This is an optimization exercise on Yosys and OpenROAD, whose aim is small area, a short achievable clock period and few clock cycles, not a production implementation.
Only simulation tests tie the RTL to the original design; equivalence was not proved.
Power and IR drop assume default switching activity.

===== flow/run.sh =====
#!/bin/bash
# synth_recipe.tcl (not shown) runs the flow's synth.tcl, then flattens the netlist and writes it again
# the make line also repeats each setting of config.mk as NAME=value (left out here)
make -C /OpenROAD-flow-scripts/flow DESIGN_CONFIG=/design/flow/config.mk WORK_HOME=/design/flow/orfs CLKGATE_MAP_FILE= SYNTH_SCRIPT=/design/flow/synth_recipe.tcl finish

===== flow/design.v =====
`default_nettype none
package bus_pkg;
    typedef logic [31:0] addr_t;
    typedef logic [31:0] word_t;
    typedef logic [3:0] strobe_t;
    typedef enum logic [1:0] {
        MSIZE1 = 2'd0,    
        MSIZE4 = 2'd2     
    } msize_t;
    localparam addr_t RESET_PC = 32'hbfc00000;
endpackage
`default_nettype wire
`default_nettype none
package mips_pkg;
    localparam int OPC_LSB = 26;
    localparam int OPC_W   = 6;
    localparam int RS_LSB  = 21;
    localparam int RT_LSB  = 16;
    localparam int RD_LSB  = 11;
    localparam int REG_W   = 5;
    localparam int IMM_W   = 16;
    typedef enum logic [5:0] {
        OP_SPECIAL = 6'h00,
        OP_BEQ     = 6'h04,
        OP_BNE     = 6'h05,
        OP_ADDIU   = 6'h09,
        OP_ORI     = 6'h0d,
        OP_LUI     = 6'h0f,
        OP_LW      = 6'h23,
        OP_SB      = 6'h28,
        OP_SW      = 6'h2b
    } opcode_t;
    typedef enum logic [5:0] {
        FN_ADDU = 6'h21,
        FN_SUBU = 6'h23,
        FN_AND  = 6'h24,
        FN_OR   = 6'h25,
        FN_SLT  = 6'h2a
    } funct_t;
    typedef enum logic [2:0] {
        ALU_ADD,
        ALU_SUB,
        ALU_AND,
        ALU_OR,
        ALU_SLT,    
        ALU_LUI     
    } alu_op_t;
endpackage
`default_nettype wire
`default_nettype none
module addr_translate (
    input  bus_pkg::addr_t vaddr,
    output bus_pkg::addr_t paddr,
    output logic           uncached
);
    assign paddr[27:0] = vaddr[27:0];
    always_comb begin
        case (vaddr[31:28])
            4'h8, 4'ha: paddr[31:28] = 4'h0;   
            4'h9, 4'hb: paddr[31:28] = 4'h1;   
            default:    paddr[31:28] = vaddr[31:28];  
        endcase
    end
    always_comb begin
        case (vaddr[31:28])
            4'ha, 4'hb: uncached = 1'b1;
            default:    uncached = 1'b0;
        endcase
    end
endmodule
`default_nettype wire
`default_nettype none
module regfile (
    input  logic           clk,
    input  logic           rst,
    input  logic [4:0]     ra1,
    input  logic [4:0]     ra2,
    output bus_pkg::word_t rd1,
    output bus_pkg::word_t rd2,
    input  logic           we,
    input  logic [4:0]     wa,
    input  bus_pkg::word_t wd
);
    bus_pkg::word_t regs [0:31];
    always_ff @(posedge clk) begin
        if (rst) begin
            for (int i = 0; i < 32; i++) begin
                regs[i] <= '0;
            end
        end else if (we && wa != 5'd0) begin   
            regs[wa] <= wd;
        end
    end
    assign rd1 = (ra1 == 5'd0) ? '0 : regs[ra1];
    assign rd2 = (ra2 == 5'd0) ? '0 : regs[ra2];
endmodule
`default_nettype wire
`default_nettype none
module alu (
    input  mips_pkg::alu_op_t op,
    input  bus_pkg::word_t    a,
    input  bus_pkg::word_t    b,
    output bus_pkg::word_t    y,
    output logic              zero
);
    bus_pkg::word_t diff;
    logic  lt;
    assign diff = a - b;
    always_comb begin
        if (a[31] != b[31]) begin
            lt = a[31];         
        end else begin
            lt = diff[31];
        end
    end
    always_comb begin
        case (op)
            mips_pkg::ALU_ADD: y = a + b;
            mips_pkg::ALU_SUB: y = diff;
            mips_pkg::ALU_AND: y = a & b;
            mips_pkg::ALU_OR:  y = a | b;
            mips_pkg::ALU_SLT: y = {31'd0, lt};
            mips_pkg::ALU_LUI: y = b;    
            default: y = '0;
        endcase
    end
    assign zero = (diff == '0);
endmodule
`default_nettype wire
`default_nettype none
module mips_core #(
    parameter bus_pkg::addr_t reset_pc = bus_pkg::RESET_PC
) (
    input  logic             clk,
    input  logic             rst,
    output logic             ireq_valid,
    output bus_pkg::addr_t   ireq_vaddr,
    input  logic             iresp_ok,
    input  bus_pkg::word_t   iresp_data,
    output logic             dreq_valid,
    output bus_pkg::addr_t   dreq_vaddr,
    output logic             dreq_write,
    output bus_pkg::msize_t  dreq_size,
    output bus_pkg::strobe_t dreq_strobe,
    output bus_pkg::word_t   dreq_data,
    input  logic             dresp_ok,
    input  bus_pkg::word_t   dresp_data
);
    bus_pkg::addr_t pc;                         
    bus_pkg::addr_t f_target;                   
    logic  f_flush;
    logic  hold_valid;
    bus_pkg::word_t hold_instr;
    bus_pkg::addr_t hold_pc;
    logic  e_valid;
    bus_pkg::word_t e_instr;
    bus_pkg::addr_t e_pc;
    mips_pkg::opcode_t    opc;
    mips_pkg::funct_t     fn;
    logic [4:0] rs, rt, rd, wr_addr;
    bus_pkg::word_t      imm_sext, imm_val, rs_val, rt_val, alu_b, alu_y, rf_wd, br_target;
    mips_pkg::alu_op_t    alu_op;
    logic       use_imm, wr_en, is_load, is_store, is_byte, is_branch, br_ne;
    logic       alu_zero, e_stall, take, rf_we;
    assign opc = mips_pkg::opcode_t'(e_instr[mips_pkg::OPC_LSB +: mips_pkg::OPC_W]);
    assign fn  = mips_pkg::funct_t'(e_instr[mips_pkg::OPC_W-1:0]);
    assign rs  = e_instr[mips_pkg::RS_LSB +: mips_pkg::REG_W];
    assign rt  = e_instr[mips_pkg::RT_LSB +: mips_pkg::REG_W];
    assign rd  = e_instr[mips_pkg::RD_LSB +: mips_pkg::REG_W];
    assign imm_sext = {{(32-mips_pkg::IMM_W){e_instr[mips_pkg::IMM_W-1]}}, e_instr[mips_pkg::IMM_W-1:0]};
    always_comb begin
        alu_op    = mips_pkg::ALU_ADD;
        imm_val   = imm_sext;
        use_imm   = 1'b0;
        wr_en     = 1'b0;
        wr_addr   = rt;
        is_load   = 1'b0;
        is_store  = 1'b0;
        is_byte   = 1'b0;
        is_branch = 1'b0;
        br_ne     = 1'b0;
        case (opc)
            mips_pkg::OP_SPECIAL: begin
                wr_addr = rd;
                wr_en   = 1'b1;
                case (fn)
                    mips_pkg::FN_ADDU: alu_op = mips_pkg::ALU_ADD;
                    mips_pkg::FN_SUBU: alu_op = mips_pkg::ALU_SUB;
                    mips_pkg::FN_AND:  alu_op = mips_pkg::ALU_AND;
                    mips_pkg::FN_OR:   alu_op = mips_pkg::ALU_OR;
                    mips_pkg::FN_SLT:  alu_op = mips_pkg::ALU_SLT;
                    default: wr_en = 1'b0;    
                endcase
            end
            mips_pkg::OP_ADDIU: begin
                use_imm = 1'b1;
                wr_en   = 1'b1;
            end
            mips_pkg::OP_ORI: begin
                alu_op  = mips_pkg::ALU_OR;
                imm_val = {{(32-mips_pkg::IMM_W){1'b0}}, e_instr[mips_pkg::IMM_W-1:0]};   
                use_imm = 1'b1;
                wr_en   = 1'b1;
            end
            mips_pkg::OP_LUI: begin
                alu_op  = mips_pkg::ALU_LUI;
                imm_val = {e_instr[mips_pkg::IMM_W-1:0], {(32-mips_pkg::IMM_W){1'b0}}};
                use_imm = 1'b1;
                wr_en   = 1'b1;
            end
            mips_pkg::OP_LW: begin
                use_imm = 1'b1;
                wr_en   = 1'b1;
                is_load = 1'b1;
            end
            mips_pkg::OP_SW: begin
                use_imm  = 1'b1;
                is_store = 1'b1;
            end
            mips_pkg::OP_SB: begin
                use_imm  = 1'b1;
                is_store = 1'b1;
                is_byte  = 1'b1;
            end
            mips_pkg::OP_BEQ: begin
                alu_op    = mips_pkg::ALU_SUB;
                is_branch = 1'b1;
            end
            mips_pkg::OP_BNE: begin
                alu_op    = mips_pkg::ALU_SUB;
                is_branch = 1'b1;
                br_ne     = 1'b1;
            end
            default: ;
        endcase
    end
    regfile u_regfile (
        .clk (clk),
        .rst (rst),
        .ra1 (rs),
        .ra2 (rt),
        .rd1 (rs_val),
        .rd2 (rt_val),
        .we  (rf_we),
        .wa  (wr_addr),
        .wd  (rf_wd)
    );
    assign alu_b = use_imm ? imm_val : rt_val;
    alu u_alu (
        .op   (alu_op),
        .a    (rs_val),
        .b    (alu_b),
        .y    (alu_y),
        .zero (alu_zero)
    );
    assign e_stall   = e_valid & (is_load | is_store) & ~dresp_ok;
    assign take      = e_valid & is_branch & (alu_zero ^ br_ne);
    assign br_target = e_pc + 32'd4 + {imm_sext[29:0], 2'b00};
    assign rf_we     = e_valid & ~e_stall & wr_en;
    assign rf_wd     = is_load ? dresp_data : alu_y;
    assign dreq_valid  = e_valid & (is_load | is_store);
    assign dreq_vaddr  = alu_y;
    assign dreq_write  = is_store;
    assign dreq_size   = is_byte ? bus_pkg::MSIZE1 : bus_pkg::MSIZE4;
    assign dreq_strobe = !is_store ? 4'b0000 :
                         is_byte   ? bus_pkg::strobe_t'(4'b0001) << alu_y[1:0] : 4'b1111;
    assign dreq_data   = is_byte ? bus_pkg::word_t'(rt_val[7:0]) << {alu_y[1:0], 3'b000} : rt_val;
    assign ireq_vaddr = pc;
    always_ff @(posedge clk) begin
        if (rst) begin
            pc         <= reset_pc;
            ireq_valid <= 1'b0;
            f_flush    <= 1'b0;
            hold_valid <= 1'b0;
        end else if (take) begin
            hold_valid <= 1'b0;      
            if (ireq_valid && !iresp_ok) begin
                f_flush  <= 1'b1;    
                f_target <= br_target;
            end else begin
                pc         <= br_target;
                ireq_valid <= 1'b1;
            end
        end else if (iresp_ok) begin
            if (f_flush) begin
                pc         <= f_target;
                f_flush    <= 1'b0;
                ireq_valid <= 1'b1;
            end else begin
                pc <= pc + 32'd4;
                if (e_stall) begin
                    hold_valid <= 1'b1;
                    hold_instr <= iresp_data;
                    hold_pc    <= pc;
                    ireq_valid <= 1'b0;    
                end else begin
                    ireq_valid <= 1'b1;
                end
            end
        end else if (!ireq_valid && !e_stall) begin
            hold_valid <= 1'b0;      
            ireq_valid <= 1'b1;
        end
    end
    always_ff @(posedge clk) begin
        if (rst) begin
            e_valid <= 1'b0;
        end else if (!e_stall) begin
            if (take) begin
                e_valid <= 1'b0;
            end else if (hold_valid) begin
                e_valid <= 1'b1;
                e_instr <= hold_instr;
                e_pc    <= hold_pc;
            end else if (iresp_ok && !f_flush) begin
                e_valid <= 1'b1;
                e_instr <= iresp_data;
                e_pc    <= pc;
            end else begin
                e_valid <= 1'b0;    
            end
        end
    end
endmodule
`default_nettype wire
`default_nettype none
module bus_arbiter #(
    parameter bit data_first = 1'b1
) (
    input  logic             clk,
    input  logic             rst,
    input  logic             ireq_valid,
    input  bus_pkg::addr_t   ireq_addr,
    input  logic             uncached_i,
    output bus_pkg::word_t   iresp_data,
    output logic             iresp_ok,
    input  logic             dreq_valid,
    input  bus_pkg::addr_t   dreq_addr,
    input  logic             dreq_write,
    input  bus_pkg::msize_t  dreq_size,
    input  bus_pkg::strobe_t dreq_strobe,
    input  bus_pkg::word_t   dreq_data,
    input  logic             uncached_d,
    output bus_pkg::word_t   dresp_data,
    output logic             dresp_ok,
    output logic             mem_valid,
    output bus_pkg::addr_t   mem_addr,
    output logic             mem_write,
    output bus_pkg::strobe_t mem_strobe,
    output bus_pkg::word_t   mem_wdata,
    output logic             mem_uncached,
    input  bus_pkg::word_t   mem_rdata,
    input  logic             mem_ready
);
    typedef enum logic [1:0] {
        ST_IDLE,
        ST_INST,
        ST_DATA
    } state_t;
    state_t state;
    logic   sel_d;
    always_ff @(posedge clk) begin
        if (rst) begin
            state <= ST_IDLE;
        end else begin
            case (state)
                ST_IDLE: begin
                    if (dreq_valid && (data_first || !ireq_valid)) begin
                        state <= ST_DATA;
                    end else if (ireq_valid) begin
                        state <= ST_INST;
                    end
                end
                default: begin
                    if (mem_ready) begin
                        state <= ST_IDLE;    
                    end
                end
            endcase
        end
    end
    assign sel_d = (state == ST_DATA);
    assign mem_valid    = (state != ST_IDLE);
    assign mem_addr     = sel_d ? dreq_addr : ireq_addr;
    assign mem_write    = sel_d & dreq_write;
    assign mem_wdata    = dreq_data;
    assign mem_uncached = sel_d ? uncached_d : uncached_i;
    assign mem_strobe = !mem_write            ? 4'b0000 :
                        (dreq_size == bus_pkg::MSIZE4) ? 4'b1111 : dreq_strobe;
    assign iresp_ok   = (state == ST_INST) & mem_ready;
    assign dresp_ok   = sel_d & mem_ready;
    assign iresp_data = mem_rdata;
    assign dresp_data = mem_rdata;
endmodule
`default_nettype wire
`default_nettype none
module soc_top #(
    parameter bus_pkg::addr_t reset_pc   = bus_pkg::RESET_PC,
    parameter bit             data_first = 1'b1
) (
    input  logic             clk,
    input  logic             rst,
    output logic             mem_valid,
    output logic             mem_write,
    output logic             mem_uncached,
    output bus_pkg::addr_t   mem_addr,
    output bus_pkg::strobe_t mem_strobe,
    output bus_pkg::word_t   mem_wdata,
    input  bus_pkg::word_t   mem_rdata,
    input  logic             mem_ready
);
    logic    ireq_valid, iresp_ok, uncached_i;
    bus_pkg::addr_t   ireq_vaddr, ireq_paddr;
    bus_pkg::word_t   iresp_data;
    logic    dreq_valid, dreq_write, dresp_ok, uncached_d;
    bus_pkg::addr_t   dreq_vaddr, dreq_paddr;
    bus_pkg::msize_t  dreq_size;
    bus_pkg::strobe_t dreq_strobe;
    bus_pkg::word_t   dreq_data, dresp_data;
    mips_core #(
        .reset_pc (reset_pc)
    ) core (
        .clk, .rst,
        .ireq_valid, .ireq_vaddr, .iresp_ok, .iresp_data,
        .dreq_valid, .dreq_vaddr, .dreq_write, .dreq_size,
        .dreq_strobe, .dreq_data, .dresp_ok, .dresp_data
    );
    addr_translate itrans (
        .vaddr    (ireq_vaddr),
        .paddr    (ireq_paddr),
        .uncached (uncached_i)
    );
    addr_translate dtrans (
        .vaddr    (dreq_vaddr),
        .paddr    (dreq_paddr),
        .uncached (uncached_d)
    );
    bus_arbiter #(
        .data_first (data_first)
    ) arbiter (
        .clk, .rst,
        .ireq_valid, .ireq_addr (ireq_paddr), .uncached_i, .iresp_data, .iresp_ok,
        .dreq_valid, .dreq_addr (dreq_paddr), .dreq_write, .dreq_size,
        .dreq_strobe, .dreq_data, .uncached_d, .dresp_data, .dresp_ok,
        .mem_valid, .mem_addr, .mem_write, .mem_strobe, .mem_wdata,
        .mem_uncached, .mem_rdata, .mem_ready
    );
endmodule
`default_nettype wire

===== flow/config.mk =====
export PLATFORM = sky130hd
export DESIGN_NAME = soc_top
export DESIGN_NICKNAME = soc_top
export VERILOG_FILES = /design/flow/design.v
export SDC_FILE = /design/flow/constraint.sdc
export NUM_CORES = 4
export LEC_CHECK = 0
export CAP_MARGIN = 20
export CORE_MARGIN = 2
export CORE_UTILIZATION = 40
export SLEW_MARGIN = 20

===== flow/constraint.sdc =====
create_clock -name core_clock -period 12.0 [get_ports {clk}]
set_input_delay 2.4000 -clock core_clock [delete_from_list [all_inputs] [get_ports {clk}]]
set_output_delay 2.4000 -clock core_clock [all_outputs]
set_load 0.01 [all_outputs]

==> impl_metrics.json <==
{
  "gp_congestion": 0.946,
  "report.final.hold_viol_count": 0,
  "io-pin-count": 106,
  "initial_core_util_pct": 40.3,
  "post_synth_mux_area_share_pct": 22.9,
  "ys_types": 99,
  "first_iter_violations": 6618,
  "timing.final.crit_period_ps": 11580,
  "drt-wirelength-per-cell_microns": 33.2,
  "max_cap_viol_count": 0,
  "synth-compound-area-share_pct": 6.52,
  "worst_path_largest_cell_delay_ps": 660,
  "final_setup_violation_count": 0,
  "worst_slew_pin_slew_ps": 1220,
  "clock_insertion_delay_worst_skew_ps": 820,
  "use_met2_pct": 46.3,
  "worst_setup_path_end_kind": "output pin",
  "worstPathRequired_ps": 9600,
  "die_width_microns": 421,
  "tritoncts": "yes",
  "path_buf_inv": 4,
  "p_per_area_nw_per_um2": 142,
  "synth_top_family_by_area": "multiplexers",
  "cts_buffers": 138,
  "path_delay_family": "compound AO/OA/AOI/OAI gates",
  "synthSimpleGateAreaFrac_pct": 10.7,
  "dieArea_sq_um": 177000,
  "post-place-ws_ps": 818,
  "cts_htree_levels": 4,
  "grt_use_total_pct": 28.9,
  "ant_nets": 0,
  "min-delay-start": "core.pc[1]",
  "asyncSetResetFlopFracSynth_pct": 0,
  "finalPower_mw": 11.2,
  "drive_above_1_share_pct": 24.3,
  "min_period_over_period_pct": 96.5,
  "post-place-cells": 7461,
  "layout-area-overhead-vs-synth_pct": 12.7,
  "ys_ff_latch": 1232,
  "layoutNonFillerInstCount": 7711,
  "cts.sink_count": 1232,
  "grt_first_pass_wirelength_microns": 361000,
  "max-slew-margin-rel_pct": 18.9,
  "hold_path_class": "reg2reg",
  "drv_slew": 0,
  "synth-edff-count": 1184,
  "via_count_of_the_first_global_routing_pass": 48800,
  "worst_path_max_fanout": 33,
  "drt-vias-per-instance": 6.43,
  "power_leakage_nw": 27.2,
  "layout_setup_ws_ps": 421,
  "synth_cells": 5292,
  "max_freq_mhz": 86.4,
  "max-clock-path-buffers": 3,
  "place_hpwl_microns": 163000,
  "status": "finished clean",
  "finClkSkew_ps": 44.1,
  "synth-main-ff-cell": "edfxtp_1",
  "vias_after_detailed_routing": 49600,
  "criticalPathCategory": "reg2out",
  "reg2reg_to": "core.e_pc[31]",
  "buffer_ports.inserted": 105,
  "startpoint_type_of_the_worst_setup_path": "flop",
  "most_common_cell_after_layout_fill_and_taps_aside": "edfxtp_1",
  "timing.reg2reg.worst_path_depth": 30,
  "reg2reg_slack_ps": 1830,
  "synth-seq-area-share_pct": 52.6,
  "synth.cell_area_sq_um": 69400,
  "critical-path-slowest-cell": "clkdlybuf4s50_1",
  "cts.clk_slew.worst_paths_ps": 60,
  "pin_count_of_the_biggest_net_entering_global_routing": 70,
  "unrepaired_setup_endpoints_after_global_routing": "true",
  "synth_xor_xnor_area_share_pct": 0.996,
  "layout_common_cells": "1184 x edfxtp_1, 1016 x nor2_1, 640 x mux4_2, 249 x nand2_1, 188 x buf_4",
  "clk_root_buffer_cell": "clkbuf_16",
  "min_delay_worst_endpoint": "core.hold_pc[1]",
  "layout.core_utilization_pct": 45.5,
  "globalRoute.busiestLayer": "met2",
  "syn_area_per_cell_sq_um": 13.1,
  "dr_drc_count": 0,
  "die_h_microns": 421,
  "number_of_detailed_routing_iterations_run_before_antenna_repair": 6,
  "num-nets-final": 5484,
  "finalWirelength_microns": 256000,
  "number_of_cell_rows": 152,
  "synth_warnings": 5,
  "timing.hold.worst_path_depth": 0,
  "globalRouteOverflowTotal": 0,
  "grt_use_met1_pct": 36.3,
  "critical_path.most_common_cell": "o21ai_0",
  "use_met3_pct": 6.36,
  "design.core.area_sq_um": 172000,
  "cp.arrival_ps": 9180,
  "number_of_antenna_violations_at_the_first_check_in_global_routing": 15,
  "fillers": 15200,
  "synthAdderAreaFrac_pct": 2.87,
  "ir_worst_vdd_mv": 0.155
}
-- worst reg2reg max path: cells and delay by family, from the launching register on --
| kind | cells | cell delay, ps |
|---|---|---|
| simple gates | 10 | 2890 |
| mux | 4 | 2050 |
| compound gates | 9 | 1930 |
| buf+inv | 5 | 1520 |
| fa+ha+maj | 2 | 810 |
| flops | 1 | 610 |
-- worst max path at each step --
stage	cells past startpoint	to	slack, ps	start
floorplan	31	core.f_target[0]	2360	flop
CTS	25	mem_wdata[27]	100	flop
finish	26	mem_wdata[10]	420	flop
global route	26	mem_wdata[10]	-0.8	flop
global placement	25	mem_wdata[31]	860	flop
detailed placement	25	mem_wdata[31]	820	flop
-- state kept, by name (all words and copies together) (netlist names), named ones only --
signal and count:
core.u_regfile.regs 1024, core.e_instr 32, core.e_pc 32, core.f_target 32, core.hold_instr 32, core.hold_pc 32
core.pc 32, arbiter.state 2, core.e_valid 1, core.f_flush 1, core.hold_valid 1, core.ireq_valid 1
-- per-stage QoR --
| stage | hold WS [ps] | area [sq um] | TNS [ps] |
|---|---|---|---|
| 2_1_floorplan | 406 | 69600 | 0 |
| 3_3_place_gp | 465 | 73800 | 0 |
| 3_5_place_dp | 455 | 73800 | 0 |
| 4_1_cts | 493 | 78200 | 0 |
| 5_1_grt | 509 | 78300 | -0.841 |
| 6_report | 490 | 78300 | 0 |
-- logic make-up (layout without fill, tap and decap cells) --
kind of cell,count (synthesis),after routing
simple gates,1743,1743
flops,1232,1232
mux,776,776
compound gates,685,685
buf+inv,619,692
fa+ha+maj,157,157
xor+xnor,79,79
other cells,1,37
-- where the power goes --
| part | leakage (nW) | internal [mW] | total [mW] | switching, mW |
|---|---|---|---|---|
| Combinational | 12.7 | 0.659 | 2.04 | 1.39 |
| Sequential | 12.4 | 4.84 | 4.93 | 0.0952 |
| Clock | 2.10 | 2.37 | 4.18 | 1.80 |
-- per-layer routing --
layer / part of all wire, % / vias up
met5: 0.015 / -
met4: 6.2 / 6
met3: 11 / 679
met2: 47 / 3194
met1: 36 / 25500
li1: - / 20200
-- synthesized netlist by cell type, types with 20 or more instances --
cell         n  share of area, %
a211oi_1    57              0.62
a21o_1      33              0.36
a21oi_1    155               1.1
a31oi_1     38              0.34
buf_1       72              0.39
clkbuf_1   385               2.1
dfxtp_1     48               1.4
edfxtp_1  1184                51
ha_1       153               2.8
inv_1      134              0.72
mux2_2      77               1.2
mux2i_1     51              0.74
mux4_2     640                21
nand2_1    312               1.7
nand2b_1    48              0.43
nand3_1     56              0.40
nand4_1     21              0.19
nor2_1    1024               5.5
nor2b_1     22              0.20
nor3_1     133              0.96
nor4_1      20              0.18
o211ai_1    24              0.26
o21ai_0    149               1.1
o22ai_1     29              0.26
o31ai_1     30              0.32
or2_2       40              0.36
xnor2_1     46              0.58
xor2_1      33              0.42
-- repair_timing --
action,CTS,global route
setup endpoints to repair,1,22
setup buffers,0,1
gates resized for setup,1,14
hold buffers,0,0
-- cell type report --
| cell class | count | area (sq um) | area share, % |
|---|---|---|---|
| well taps | 2310 | 2890 | 3.69 |
| clock buffers | 175 | 3710 | 4.74 |
| flip-flops and latches | 1232 | 36600 | 46.7 |
| multi-input cells | 3472 | 31200 | 39.8 |
| clock inverters | 69 | 597 | 0.762 |
| repair buffers | 309 | 2810 | 3.59 |
| diodes | 5 | 12.5 | 0.0160 |
| inverters | 139 | 522 | 0.667 |
Testbench counts, summed over its fixed seeds: cycles 355,863.

## afterwards: timing with drivers on the ports
Ports are ideal in the flow. The routed layout listed here was re-timed in OpenROAD.
Step 1: set_driving_cell puts a clkbuf_16 on clk and a buf_2 on each other input, an assumption about the parent block.
Step 2 also shifts input and output timing later by t, the mid clock arrival at the registers, as if the neighbouring blocks saw the same clock.
Three values: ideal, step 1, step 2; two values: the first two.
t (ns): 0.886
setup slack, ns: 0.421 / 0.327 / 1.213
worst setup path at the end: register to output
pins driven straight from the clock port: 1
After both steps setup and hold are still met in this run. The setup slack of this run moves by -0.094 ns with the drivers and by +0.792 ns with both steps.
